This design comes from an exercise in tuning for small area on the open sky130 flow, not from production work.
Function was checked by simulation only, so behaviour that the tests miss may differ from the original.
Power and IR drop assume default switching activity.

==> flow/design.v <==
package cpu_pkg;
	localparam int RING_LEN = 4;    
endpackage
`timescale 1ns/1ps
module regFile (
	input  logic                   clk,
	input  logic [1:0]             ph,
	input  logic                   clr,       
	input  logic [5-1:0] rsAddr,
	input  logic [5-1:0] rtAddr,
	output logic [32-1:0]       rsData,    
	output logic [32-1:0]       rtData,    
	input  logic                   we,
	input  logic [5-1:0] wAddr,
	input  logic [32-1:0]       wData
);
	logic [32-1:0] head [8];
	for (genvar j = 0; j < 8; j++) begin : gRing
		logic [4*32-1:0] ring;
		logic               hit;
		assign hit     = we && wAddr[4:2] == j && wAddr[1:0] == ph;
		assign head[j] = clr ? '0 : hit ? wData : ring[32-1:0];
		always_ff @(posedge clk)
			ring <= {head[j], ring[4*32-1:32]};
	end
	assign rsData = head[rsAddr[4:2]];
	assign rtData = head[rtAddr[4:2]];
endmodule
`timescale 1ns/1ps
module dataMem (
	input  logic             clk,
	input  logic [1:0]       ph,
	input  logic             clr,
	input  logic [32-1:0] addr,     
	input  logic [32-1:0] wData,
	input  logic             we,       
	output logic [32-1:0] rData     
);
	logic [32-1:0] head [16];
	for (genvar j = 0; j < 16; j++) begin : gRing
		logic [4*32-1:0] ring;
		logic [32-1:0]   din;
		assign head[j] = ring[32-1:0];
		assign din     = clr ? '0 : (we && addr[7:4] == j) ? wData : head[j];
		always_ff @(posedge clk)
			ring <= {din, ring[4*32-1:32]};
	end
	assign rData = head[addr[7:4]];
endmodule
`timescale 1ns/1ps
module mipsCore (
	input  logic             clk,
	input  logic             rstN,
	output logic [32-1:0] instrAddr,
	input  logic [32-1:0] instr,
	output logic             rwValid,
	output logic [32-1:0] rwPc,
	output logic [4:0]       rwAddr,
	output logic [32-1:0] rwData,
	output logic             mwValid,
	output logic [32-1:0] mwPc,
	output logic [32-1:0] mwAddr,
	output logic [32-1:0] mwData
);
	logic [1:0]       ph;        
	logic [1:0]       cnt;       
	logic             fin;       
	logic             clr;       
	logic [31:2]      pc;
	logic             taken;     
	logic [32-1:0] a, b;      
	logic [32-1:0] r;         
	logic [4:0]       rDest;
	logic             rPend;
	logic [5:0]  op, fn;
	logic [4:0]  rs, rt, dest;
	logic [15:0] imm;
	logic        isAddu, isSubu, isOri, isLui, isLw, isSw, isBeq, isR, wr;
	assign op     = instr[31:26];
	assign fn     = instr[5:0];
	assign rs     = instr[25:21];
	assign rt     = instr[20:16];
	assign imm    = instr[15:0];
	assign isR    = op == 6'h00;
	assign isAddu = isR && fn == 6'h21;
	assign isSubu = isR && fn == 6'h23;
	assign isOri  = op == 6'h0d;
	assign isLui  = op == 6'h0f;
	assign isLw   = op == 6'h23;
	assign isSw   = op == 6'h2b;
	assign isBeq  = op == 6'h04;
	assign dest   = isR ? instr[15:11] : rt;
	assign wr     = (isAddu || isSubu || isOri || isLui || isLw) && dest != 5'd0;
	logic             sub;
	logic [32-1:0] opB, sum, alu;
	assign sub = isSubu || isBeq;
	assign opB = isOri ? {16'h0, imm} : (isLw || isSw) ? {{16{imm[15]}}, imm} : b;
	assign sum = a + (sub ? ~opB : opB) + {31'd0, sub};
	always_comb begin
		if (isOri)
			alu = a | opB;
		else if (isLui || isBeq)
			alu = {imm, 16'h0};    
		else
			alu = sum;
	end
	logic [32-1:0] rsVal, rtVal, memVal;
	logic             memOp, done, memWe;
	regFile iRegs (.clk(clk), .ph(ph), .clr(clr), .rsAddr(rs), .rtAddr(rt),
		.rsData(rsVal), .rtData(rtVal), .we(rPend), .wAddr(rDest), .wData(r));
	assign memOp = isLw || isSw;
	assign done  = fin && (!memOp || sum[3:2] == ph);
	assign memWe = done && isSw;
	dataMem iDmem (.clk(clk), .ph(ph), .clr(clr), .addr(sum), .wData(b), .we(memWe),
		.rData(memVal));
	always_ff @(posedge clk) begin
		if (!rstN) begin
			ph    <= 2'd0;
			cnt   <= 2'd0;
			fin   <= 1'b0;
			clr   <= 1'b1;
			pc    <= 32'h3000 >> 2;
			taken <= 1'b0;
			rPend <= 1'b0;
		end else begin
			ph <= ph + 2'd1;
			if (!fin) begin
				cnt <= cnt + 2'd1;
				if (cnt == 2'd3) begin
					fin <= 1'b1;
					clr <= 1'b0;
				end
			end
			if (rPend && rDest[1:0] == ph)
				rPend <= 1'b0;    
			if (done) begin
				fin   <= 1'b0;
				rPend <= wr;
				taken <= isBeq && sum == '0;
				pc    <= pc + (taken ? {{14{r[31]}}, r[31:16]} : 30'd1);
			end
		end
	end
	always_ff @(posedge clk) begin
		if (!fin) begin
			if (rs[1:0] == ph)
				a <= rsVal;
			if (rt[1:0] == ph)
				b <= rtVal;
		end
		if (done) begin
			r     <= isLw ? memVal : alu;
			rDest <= dest;
		end
	end
	assign instrAddr = {pc, 2'b00};
	assign rwValid   = done && wr;
	assign rwPc      = {pc, 2'b00};
	assign rwAddr    = dest;
	assign rwData    = isLw ? memVal : alu;
	assign mwValid   = memWe;
	assign mwPc      = {pc, 2'b00};
	assign mwAddr    = sum;
	assign mwData    = b;
endmodule
`timescale 1ns/1ps
module mipsTop (
	input  logic        clk,
	input  logic        rstN,
	output logic [31:0] instrAddr,
	input  logic [31:0] instr,
	output logic        rwValid,
	output logic [31:0] rwPc,
	output logic [4:0]  rwAddr,
	output logic [31:0] rwData,
	output logic        mwValid,
	output logic [31:0] mwPc,
	output logic [31:0] mwAddr,
	output logic [31:0] mwData
);
	mipsCore iCore (.clk(clk), .rstN(rstN), .instrAddr(instrAddr), .instr(instr),
		.rwValid(rwValid), .rwPc(rwPc), .rwAddr(rwAddr), .rwData(rwData),
		.mwValid(mwValid), .mwPc(mwPc), .mwAddr(mwAddr), .mwData(mwData));
endmodule
==> flow/run.sh <==
#!/bin/bash
# synth_recipe.tcl (not shown) runs the flow's synth.tcl, then flattens the netlist and writes it again
# the make line also repeats each setting of config.mk as NAME=value (left out here)
make -C /OpenROAD-flow-scripts/flow DESIGN_CONFIG=/design/flow/config.mk WORK_HOME=/design/flow/orfs CLKGATE_MAP_FILE= SYNTH_SCRIPT=/design/flow/synth_recipe.tcl finish
==> flow/config.mk <==
export PLATFORM = sky130hd
export DESIGN_NAME = mipsTop
export DESIGN_NICKNAME = mipsTop
export VERILOG_FILES = /design/flow/design.v
export SDC_FILE = /design/flow/constraint.sdc
export NUM_CORES = 4
export LEC_CHECK = 0
export CAP_MARGIN = 20
export CORE_MARGIN = 2
export CORE_UTILIZATION = 40
export SLEW_MARGIN = 20
==> flow/constraint.sdc <==
create_clock -name core_clock -period 10.0 [get_ports {clk}]
set_input_delay 2.0000 -clock core_clock [delete_from_list [all_inputs] [get_ports {clk}]]
set_output_delay 2.0000 -clock core_clock [all_outputs]
set_load 0.01 [all_outputs]
==> flow_metrics.py, run 1 <==
metrics = {
    "drt": {
        "post_drt_via_cell_ratio": 5.276,
        "drc_errors": 0,
        "wire_per_inst_um": 27.12,
        "antenna_left": 0,
        "drt_iter0_drc": 6415,
        "dr.pass1.iters": 8,
        "via_count": 61560,
        "finalWirelength_um": 316500,
    },
    "clocking": {
        "clock_latency_ns": 0.97,
        "cts_tree": "built",
        "clock-root-buffer": "clkbuf_16",
        "cts.path.max_buffers": 4,
        "numCtsBuffers": 318,
        "clock-sinks": 3211,
        "clk_pin_slew_ns": 0.06,
        "cts_max_level": 5,
    },
    "cells_and_area": {
        "fin_util_pct": 48.51,
        "finalNetCount": 8543,
        "regArea_mm2": 0.06530,
        "layout-drive-gt1-share_pct": 13.23,
        "multi_input_area_mm2": 0.02312,
        "syn_to_final_growth_pct": 20.28,
        "final_area_mm2": 0.1093,
        "n_fill_cell": 19940,
        "fin_cells": 11670,
    },
    "floorplanning": {
        "initial_core_util_pct": 40.34,
        "core_mm2": 0.2253,
        "die_h_um": 480.7,
        "io_pins": 233,
        "die-area_mm2": 0.2310,
        "fp.dieW_um": 480.7,
        "fp-row-count": 174,
    },
    "worst_setup_path": {
        "r2r_setup_slack_ns": 3.82,
        "required_ns": 8.00,
        "end_kind": "primary output",
        "cpMaxStageDelayCell": "clkdlybuf4s50_1",
        "slowest_delay_ns": 0.54,
        "cp_max_fo": 12,
        "cp.arrival_ns": 7.78,
        "regToRegStartpoint": "iCore.b[1]",
        "start_kind": "input port",
        "reg2reg_depth": 19,
        "r2r_end": "iCore.iDmem.gRing[2].ring[111]",
        "path_class": "in -> out",
        "worst-path-buf-inv": 11,
        "cp_common_cell": "buf_4",
        "cpLargestDelayFamily": "buffers and inverters",
    },
    "place": {
        "dpl.cell_count": 11110,
        "postPlaceCellArea_mm2": 0.09857,
        "dp_hpwl_um": 211500,
        "portBuffers": 226,
        "place.gp.congestion": 0.9644,
    },
    "pwr": {
        "intPower_mw": 21.19,
        "p_switching_mw": 7.021,
        "p_seq_share_pct": 46.3,
        "combPwrFrac_pct": 10.8,
        "ir_drop_mv": 0.1908,
        "power_density_mw_per_mm2": 258.1,
        "total_power_mw": 28.21,
        "swShare_pct": 24.89,
        "p_leak_nw": 40.24,
        "clkPwrFrac_pct": 42.9,
    },
    "timing": {
        "slew_headroom_pct": 19.38,
        "final_max_slew_viol_count": 0,
        "timing.final.crit_share_pct": 97.84,
        "setup_viol": 0,
        "fmax_mhz": 102.2,
        "final-hold-violation-count": 0,
        "finalClockSkew_ns": 0.09412,
        "worstMarginPinSlew_ns": 1.209,
        "layout_min_cycle_time_ns": 9.784,
        "rsz0062_at_grt": "false",
    },
    "synthesis": {
        "syn-cell-area_mm2": 0.09089,
        "synth_most_common_cell": "dfxtp_1",
        "synthMuxAreaShare_pct": 2.902,
        "synth-seq-area-share_pct": 71.84,
        "synthDominantCellAreaShare_pct": 68.50,
        "synth_warnings": 5,
        "syn_avg_cell_area_um2": 11.36,
        "synth-compound-area-share_pct": 9.945,
        "synthArstFlopShare_pct": 0,
        "yosysTopAreaCell": "dfxtp_1",
        "synth-seq-cells": 3211,
        "synthAdderAreaFrac_pct": 0.9389,
        "yosys-top-cells-area": "dfxtp_1 69%, nand2_1 6.8%, a21oi_1 5.0%, edfxtp_1 3.3%, mux2i_1 1.8%",
        "synth_common_cells": "3110 x dfxtp_1, 1644 x nand2_1, 911 x a21oi_1",
        "synth-edff-count": 101,
        "synthXorXnorAreaFrac_pct": 0.7613,
        "yosysUniqueCellTypes": 96,
        "synth-simple-area-share_pct": 10.52,
        "synth_top_family_by_area": "simple AND/OR/NAND/NOR gates",
        "syn_inst": 8002,
        "synthFlopType": "dfxtp_1",
    },
    "flow_run": {
        "maxCapViolCount": 0,
    },
    "hold_path": {
        "holdPathStages": 0,
        "min_from": "iCore.iDmem.gRing[7].ring[37]",
        "hold_path_end": "iCore.iDmem.gRing[7].ring[5]",
        "min_path_type": "reg -> reg",
    },
    "global_routing": {
        "track_usage_pct": 26.73,
        "grt_first_pass_wirelength_um": 441900,
        "grt_antenna_before_repair": 19,
        "grt_pass1_vias": 58720,
        "grt_overflow": 0,
        "grt_max_degree": 176,
    },
    "run_status": {
        "status": "no timing/DRC/antenna violations",
    },
}
## per-layer routing
layer  vias up  track usage, %  wire, um
met3       663           4.960     26370
li1      27570               -         -
met5         -               0        23
met4         4           13.12     17460
met2      2976           39.25    133200
met1     30350           37.70    139400
## final cells by class
| cell class | count | share of cell area, % |
|---|---|---|
| antenna | 4 | 0.009156 |
| clock buffer | 435 | 8.350 |
| clock inverter | 115 | 1.377 |
| inverter | 44 | 0.1557 |
| multi-input combinational | 4169 | 21.15 |
| sequential | 3211 | 59.73 |
| tap | 2992 | 3.425 |
| timing repair buffer | 698 | 5.802 |
## sequential cells by signal (all words and copies together), names as in the netlist, 5 cells and up
register and flops:
iCore.iDmem.gRing.ring 2048, iCore.rDest 5, iCore.b 32, iCore.pc 30, iCore.a 32, iCore.iRegs.gRing.ring 1024, iCore.r 32
## per-stage QoR
| step | TNS [ns] | worst slack [ns] | hold slack (ns) |
|---|---|---|---|
| after floorplan | 0 | 1.386 | 0.3096 |
| after global placement | -1.411 | -0.2224 | 0.3095 |
| after detailed placement | -1.486 | -0.1865 | 0.3121 |
| after CTS | 0 | 0.1468 | 0.2478 |
| after global routing | 0 | 0.05838 | 0.2383 |
| final | 0 | 0.2161 | 0.2494 |
## layout by cell type, fill, tap and decap left out, types with 57 or more instances in the layout
cell type | synthesis | routed
clkbuf_16 | 0 | 326
edfxtp_1 | 101 | 101
xnor2_1 | 58 | 57
nor2_1 | 249 | 242
a22oi_1 | 94 | 94
clkdlybuf4s50_1 | 0 | 209
nand3_1 | 126 | 125
clkbuf_8 | 0 | 57
dfxtp_1 | 3110 | 3109
o21ai_0 | 125 | 123
mux2i_1 | 162 | 162
nand2_1 | 1644 | 1628
buf_4 | 77 | 439
a21oi_1 | 911 | 911
ha_1 | 65 | 65
## kinds of logic (layout without fill, tap and decap cells)
family / Yosys count / after routing
AOI/OAI and AO/OA: 1517 / 1517
xor gates and xnor gates: 79 / 79
adders and majority gates: 67 / 67
buffers and inverters: 627 / 1292
DFF: 3211 / 3211
muxes: 218 / 218
other: 1 / 10
and+or+nand+nor: 2282 / 2282
## worst max path at each step
stage	from	endpoint	slack (ns)	cells after the start
2_1_floorplan	instr[26]	rwData[5]	1.39	20
3_3_place_gp	instr[29]	rwData[10]	-0.22	24
3_5_place_dp	instr[29]	rwData[5]	-0.19	23
4_1_cts	instr[31]	rwData[24]	0.15	25
5_1_grt	instr[31]	rwData[22]	0.06	21
6_report	instr[26]	rwData[24]	0.22	26
## worst reg2reg max path, cell delays in order, from the launching register on
cell      delay, ns
edfxtp_1       0.32
buf_4          0.33
mux2i_1        0.16
xnor2_1        0.23
inv_1          0.10
fa_1           0.38
buf_4          0.15
xnor2_1        0.11
buf_4          0.16
xnor2_1        0.27
nand4b_1       0.14
a21oi_1        0.26
nor3_4         0.12
nor2_4         0.37
buf_4          0.76
buf_4          0.67
and2_2         0.93
buf_4          0.35
nand2_1        0.08
a21oi_1        0.15
## timing repair
action,CTS,global route
endpoints found under the setup margin,13,18
setup buffers,0,2
gates cloned,0,0
pin swaps,0,1
hold buffers,0,0
gates resized for setup,5,3
## power by group through the flow
| stage | Clock [mW] | Combinational, mW | Sequential [mW] |
|---|---|---|---|
| after floorplan | 0 | 1.06 | 13.2 |
| after global placement | 0 | 2.96 | 13.3 |
| after detailed placement | 0 | 2.96 | 13.3 |
| after CTS | 12.2 | 2.97 | 13.1 |
| after global routing | 12.8 | 3.08 | 13.1 |
| final | 12.1 | 3.04 | 13.1 |
==> run 2, diff against run 1 <==
--- a/flow/design.v
+++ b/flow/design.v
@@ -18,7 +18,8 @@
 	for (genvar j = 0; j < 8; j++) begin : gRing
 		logic [4*32-1:0] ring;
-		logic               hit;
-		assign hit     = we && wAddr[4:2] == j && wAddr[1:0] == ph;
-		assign head[j] = clr ? '0 : hit ? wData : ring[32-1:0];
+		logic               wr, keep;
+		assign wr      = we && wAddr[4:2] == j && wAddr[1:0] == ph;
+		assign keep    = !wr && !clr;
+		assign head[j] = ({32{wr}} & wData) | ({32{keep}} & ring[32-1:0]);
 		always_ff @(posedge clk)
 			ring <= {head[j], ring[4*32-1:32]};
@@ -32,5 +33,5 @@
 	input  logic [1:0]       ph,
 	input  logic             clr,
-	input  logic [32-1:0] addr,     
+	input  logic [6-1:0] word,
 	input  logic [32-1:0] wData,
 	input  logic             we,       
@@ -41,10 +42,13 @@
 		logic [4*32-1:0] ring;
 		logic [32-1:0]   din;
+		logic               wr, keep;
+		assign wr      = we && word[5:2] == j;
+		assign keep    = !wr && !clr;
 		assign head[j] = ring[32-1:0];
-		assign din     = clr ? '0 : (we && addr[7:4] == j) ? wData : head[j];
+		assign din     = ({32{wr}} & wData) | ({32{keep}} & head[j]);
 		always_ff @(posedge clk)
 			ring <= {din, ring[4*32-1:32]};
 	end
-	assign rData = head[addr[7:4]];
+	assign rData = head[word[5:2]];
 endmodule
 `timescale 1ns/1ps
@@ -72,4 +76,6 @@
 	logic [32-1:0] r;         
 	logic [4:0]       rDest;
+	logic [5:0]       word;      
+	logic [7:0]       addrLo;
 	logic             rPend;
 	logic [5:0]  op, fn;
@@ -109,8 +115,9 @@
 	regFile iRegs (.clk(clk), .ph(ph), .clr(clr), .rsAddr(rs), .rtAddr(rt),
 		.rsData(rsVal), .rtData(rtVal), .we(rPend), .wAddr(rDest), .wData(r));
-	assign memOp = isLw || isSw;
-	assign done  = fin && (!memOp || sum[3:2] == ph);
+	assign memOp  = isLw || isSw;
+	assign addrLo = rsVal[7:0] + imm[7:0];
+	assign done  = fin && (!memOp || word[1:0] == ph);
 	assign memWe = done && isSw;
-	dataMem iDmem (.clk(clk), .ph(ph), .clr(clr), .addr(sum), .wData(b), .we(memWe),
+	dataMem iDmem (.clk(clk), .ph(ph), .clr(clr), .word(word), .wData(b), .we(memWe),
 		.rData(memVal));
 	always_ff @(posedge clk) begin
@@ -144,6 +151,8 @@
 	always_ff @(posedge clk) begin
 		if (!fin) begin
-			if (rs[1:0] == ph)
-				a <= rsVal;
+			if (rs[1:0] == ph) begin
+				a    <= rsVal;
+				word <= addrLo[7:2];    
+			end
 			if (rt[1:0] == ph)
 				b <= rtVal;
--- a/flow/config.mk
+++ b/flow/config.mk
@@ -6,6 +6,9 @@
 export NUM_CORES = 4
 export LEC_CHECK = 0
+export ABC_AREA = 1
 export CAP_MARGIN = 20
 export CORE_MARGIN = 2
 export CORE_UTILIZATION = 40
+export CTS_CLUSTER_DIAMETER = 80
+export CTS_CLUSTER_SIZE = 30
 export SLEW_MARGIN = 20
==> run 2 against run 1 <==
Still clean on timing, DRC and antenna. Total power is 25% lower. Clock power shrank 46%. Core utilization fell by 4.0 points. First-iteration DRC count fell by 20%. Clock-buffer cell count shrank 273. Critical path depth down 1. Non-clock buffer count decreased by 336. Flip-flop and latch count up 6. Final cell count fell by 10%. Global-route usage shrank 4.6 points. Via count decreased by 12%. Maximum frequency up 3.3%. Critical path type unchanged. Largest power group unchanged.
==> flow_metrics.py, run 2 <==
metrics = {
    "synthesis": {
        "synth-seq-area-share_pct": 75.03,
        "synth_most_common_cell": "dfxtp_1",
        "syn_avg_cell_area_um2": 11.72,
        "synth_top_family_by_area": "compound AO/OA/AOI/OAI gates",
        "synthAdderAreaFrac_pct": 1.035,
        "synthMuxAreaShare_pct": 0.01147,
        "synth-edff-count": 107,
        "syn-cell-area_mm2": 0.08726,
        "synth-seq-cells": 3217,
        "syn_inst": 7446,
        "yosys-top-cells-area": "dfxtp_1 71%, o22ai_1 4.3%, edfxtp_1 3.7%, inv_1 3.5%, o21ai_0 3.0%",
        "synth_common_cells": "3110 x dfxtp_1, 821 x inv_1, 595 x o22ai_1",
        "synthArstFlopShare_pct": 0,
        "synthDominantCellAreaShare_pct": 71.35,
        "synth_warnings": 5,
        "synthFlopType": "dfxtp_1",
        "synth-compound-area-share_pct": 11.35,
        "synth-simple-area-share_pct": 6.259,
        "yosysUniqueCellTypes": 57,
        "yosysTopAreaCell": "dfxtp_1",
        "synthXorXnorAreaFrac_pct": 0.6625,
    },
    "pwr": {
        "clkPwrFrac_pct": 30.7,
        "power_density_mw_per_mm2": 220.4,
        "combPwrFrac_pct": 7.9,
        "intPower_mw": 16.07,
        "total_power_mw": 21.27,
        "ir_drop_mv": 0.1756,
        "p_leak_nw": 35.75,
        "p_seq_share_pct": 61.4,
        "swShare_pct": 24.46,
        "p_switching_mw": 5.203,
    },
    "clocking": {
        "postCtsSetupBuffers": 0,
        "clock_latency_ns": 0.84,
        "clk_pin_slew_ns": 0.11,
        "numCtsBuffers": 132,
        "clock-root-buffer": "clkbuf_16",
        "cts_resized": 0,
        "clock-sinks": 3217,
        "ctsHoldBuffers": 0,
        "cts_max_level": 4,
        "cts.path.max_buffers": 3,
        "cts_tree": "built",
    },
    "worst_setup_path": {
        "cpLargestDelayFamily": "buffers and inverters",
        "path_depth": 25,
        "regToRegStartpoint": "iCore.b[1]",
        "reg2reg_depth": 19,
        "setup.worst_path.start": "instr[27]",
        "cp.arrival_ns": 7.47,
        "cpMaxStageDelayCell": "clkdlybuf4s50_1",
        "start_kind": "input port",
        "required_ns": 8.00,
        "cp_common_cell": "nand2_1",
        "endpoint": "rwData[31]",
        "end_kind": "primary output",
        "cp_max_fo": 23,
        "r2r_setup_slack_ns": 4.24,
        "slowest_delay_ns": 0.67,
        "r2r_end": "iCore.taken",
        "path_class": "in -> out",
        "worst-path-buf-inv": 7,
    },
    "cells_and_area": {
        "largest_register_ffs": 2048,
        "layout_common_cells": "3110 x dfxtp_1, 814 x inv_1, 595 x o22ai_1",
        "n_fill_cell": 20010,
        "fin_util_pct": 44.49,
        "top_regs": "iCore.iDmem.gRing.ring x2048, iCore.iRegs.gRing.ring x1024",
        "syn_to_final_growth_pct": 10.61,
        "fin_cells": 10470,
        "final_common_cell": "dfxtp_1",
        "top_register": "iCore.iDmem.gRing.ring",
        "finalNetCount": 7658,
        "layout-drive-gt1-share_pct": 5.034,
    },
    "place": {
        "dp_hpwl_um": 166700,
        "place.gp.congestion": 0.9553,
        "dpl.cell_count": 10270,
        "portBuffers": 226,
    },
    "global_routing": {
        "grt_antenna_before_repair": 13,
        "grt_pass1_vias": 51990,
        "grt_first_pass_wirelength_um": 362400,
        "grt_overflow": 0,
        "track_usage_pct": 22.13,
        "grt_max_degree": 105,
    },
    "floorplanning": {
        "initial_core_util_pct": 40.22,
        "io_pins": 233,
        "core_mm2": 0.2170,
        "fp.dieW_um": 471.1,
        "die-area_mm2": 0.2219,
        "fp-row-count": 171,
        "die_h_um": 471.1,
    },
    "timing": {
        "hold_slack_ns": 0.3048,
        "worstMarginPinSlew_ns": 1.255,
        "finalClockSkew_ns": 0.05196,
        "timing.final.crit_share_pct": 94.68,
        "setup_viol": 0,
        "final-hold-violation-count": 0,
        "final_max_slew_viol_count": 0,
        "layout_min_cycle_time_ns": 9.468,
        "fmax_mhz": 105.6,
        "rsz0062_at_grt": "false",
        "slew_headroom_pct": 15.59,
        "finalSetupTns_ns": 0,
    },
    "flow_run": {
        "maxCapViolCount": 0,
    },
    "drt": {
        "drt_iter0_drc": 5132,
        "drc_errors": 0,
        "finalWirelength_um": 252300,
        "post_drt_via_cell_ratio": 5.156,
        "antenna_left": 0,
        "wire_per_inst_um": 24.09,
        "dr.pass1.iters": 6,
        "via_count": 53990,
    },
    "run_status": {
        "status": "no timing/DRC/antenna violations",
    },
    "hold_path": {
        "min_path_type": "reg -> reg",
    },
}
[run 2: changes by cell type after synthesis, sizes merged, moves of 53 or more]
cell    before  now
nor2       255  166
nand3      127  450
a22oi       94    1
o22ai       35  597
inv         42  824
clkbuf     379  260
and2        54    1
o21ai      133  538
mux2i      163    1
a221oi      31  112
nand2     1649  512
buf        204  134
a21oi      911  184
[run 2: how the worst min path moves through the flow]
stage | start | end | depth (start not counted)
after floorplan | iCore.iDmem.gRing[0].ring[32] | iCore.iDmem.gRing[0].ring[0] | 0
after global placement | iCore.iDmem.gRing[7].ring[114] | iCore.iDmem.gRing[7].ring[82] | 0
after detailed placement | iCore.iDmem.gRing[14].ring[58] | iCore.iDmem.gRing[14].ring[26] | 0
after CTS | iCore.iDmem.gRing[13].ring[98] | iCore.iDmem.gRing[13].ring[66] | 0
after global routing | iCore.iDmem.gRing[13].ring[98] | iCore.iDmem.gRing[13].ring[66] | 0
final | iCore.iRegs.gRing[0].ring[91] | iCore.iRegs.gRing[0].ring[59] | 0
[run 2: per-layer routing]
metal / global-route usage, % / wire [um] / vias to the layer above
met5: 0 / 37 / -
met4: 8.696 / 10710 / 6
met3: 3.239 / 15540 / 509
met2: 34.73 / 112100 / 1978
met1: 30.78 / 113900 / 26520
li1: - / - / 24980
[run 2: cell families (layout without fill, tap and decap cells)]
| family | Yosys count | after routing |
|---|---|---|
| DFF | 3217 | 3217 |
| AOI/OAI and AO/OA | 1626 | 1626 |
| buffers and inverters | 1233 | 1391 |
| and+or+nand+nor | 1231 | 1231 |
| adders and majority gates | 71 | 71 |
| xor gates and xnor gates | 66 | 66 |
| other | 1 | 16 |
| muxes | 1 | 1 |
[run 2: through the flow]
step	instance area (um^2)	setup WS, ns
2_1_floorplan	87280	2.887
3_3_place_gp	92530	0.6524
3_5_place_dp	92540	0.6475
4_1_cts	96490	0.6588
5_1_grt	96490	0.3293
6_report	96520	0.5321
[run 2: power groups by stage]
stage                     combinational (mW)  sequential, mW  clock (mW)
after floorplan                        0.741            13.3           0
after CTS                               1.67            13.1        6.64
after detailed placement                1.66            13.4           0
after global placement                  1.66            13.4           0
after global routing                    1.74            13.1        7.08
final                                   1.68            13.1        6.54
[run 2: layout make-up]
| cell class | instances | area (um^2) | share of cell area (%) |
|---|---|---|---|
| clock inverters | 28 | 467.9 | 0.4848 |
| multi-input cells | 3001 | 17050 | 17.66 |
| inverters | 839 | 3159 | 3.273 |
| clock buffers | 162 | 3481 | 3.606 |
| repair buffers | 362 | 3293 | 3.412 |
| flip-flops and latches | 3217 | 65470 | 67.83 |
| well taps | 2854 | 3571 | 3.700 |
| diodes | 10 | 25.02 | 0.02593 |

[port drivers added, routing unchanged]
How much do the figures lean on ideal ports? The routed layouts below were timed once more, with nothing changed but the port constraints.
Step 1 (the two cells are an assumption about what drives the block):
set clk [get_ports {clk}]
set_driving_cell -lib_cell sky130_fd_sc_hd__clkbuf_16 $clk
set_driving_cell -lib_cell sky130_fd_sc_hd__buf_2 [delete_from_list [all_inputs] $clk]
Step 2 also shifts input and output timing later by t, the mid clock arrival at the registers, as if the neighbouring blocks saw the same clock.
Slacks: ideal ports / drivers / drivers and shift; pairs: ideal ports / drivers.
run | t (ns) | setup slack, ns | worst slew at a driven data input, ns
run 1 | 1.015 | 0.216 / 0.172 / 0.172 | 0.34
run 2 | 0.897 | 0.532 / 0.495 / 0.495 | 0.13
After both steps every run listed still meets setup and hold. The setup slack of run 1, which loses most, moves by -0.044 ns with the drivers and by -0.044 ns with both steps.
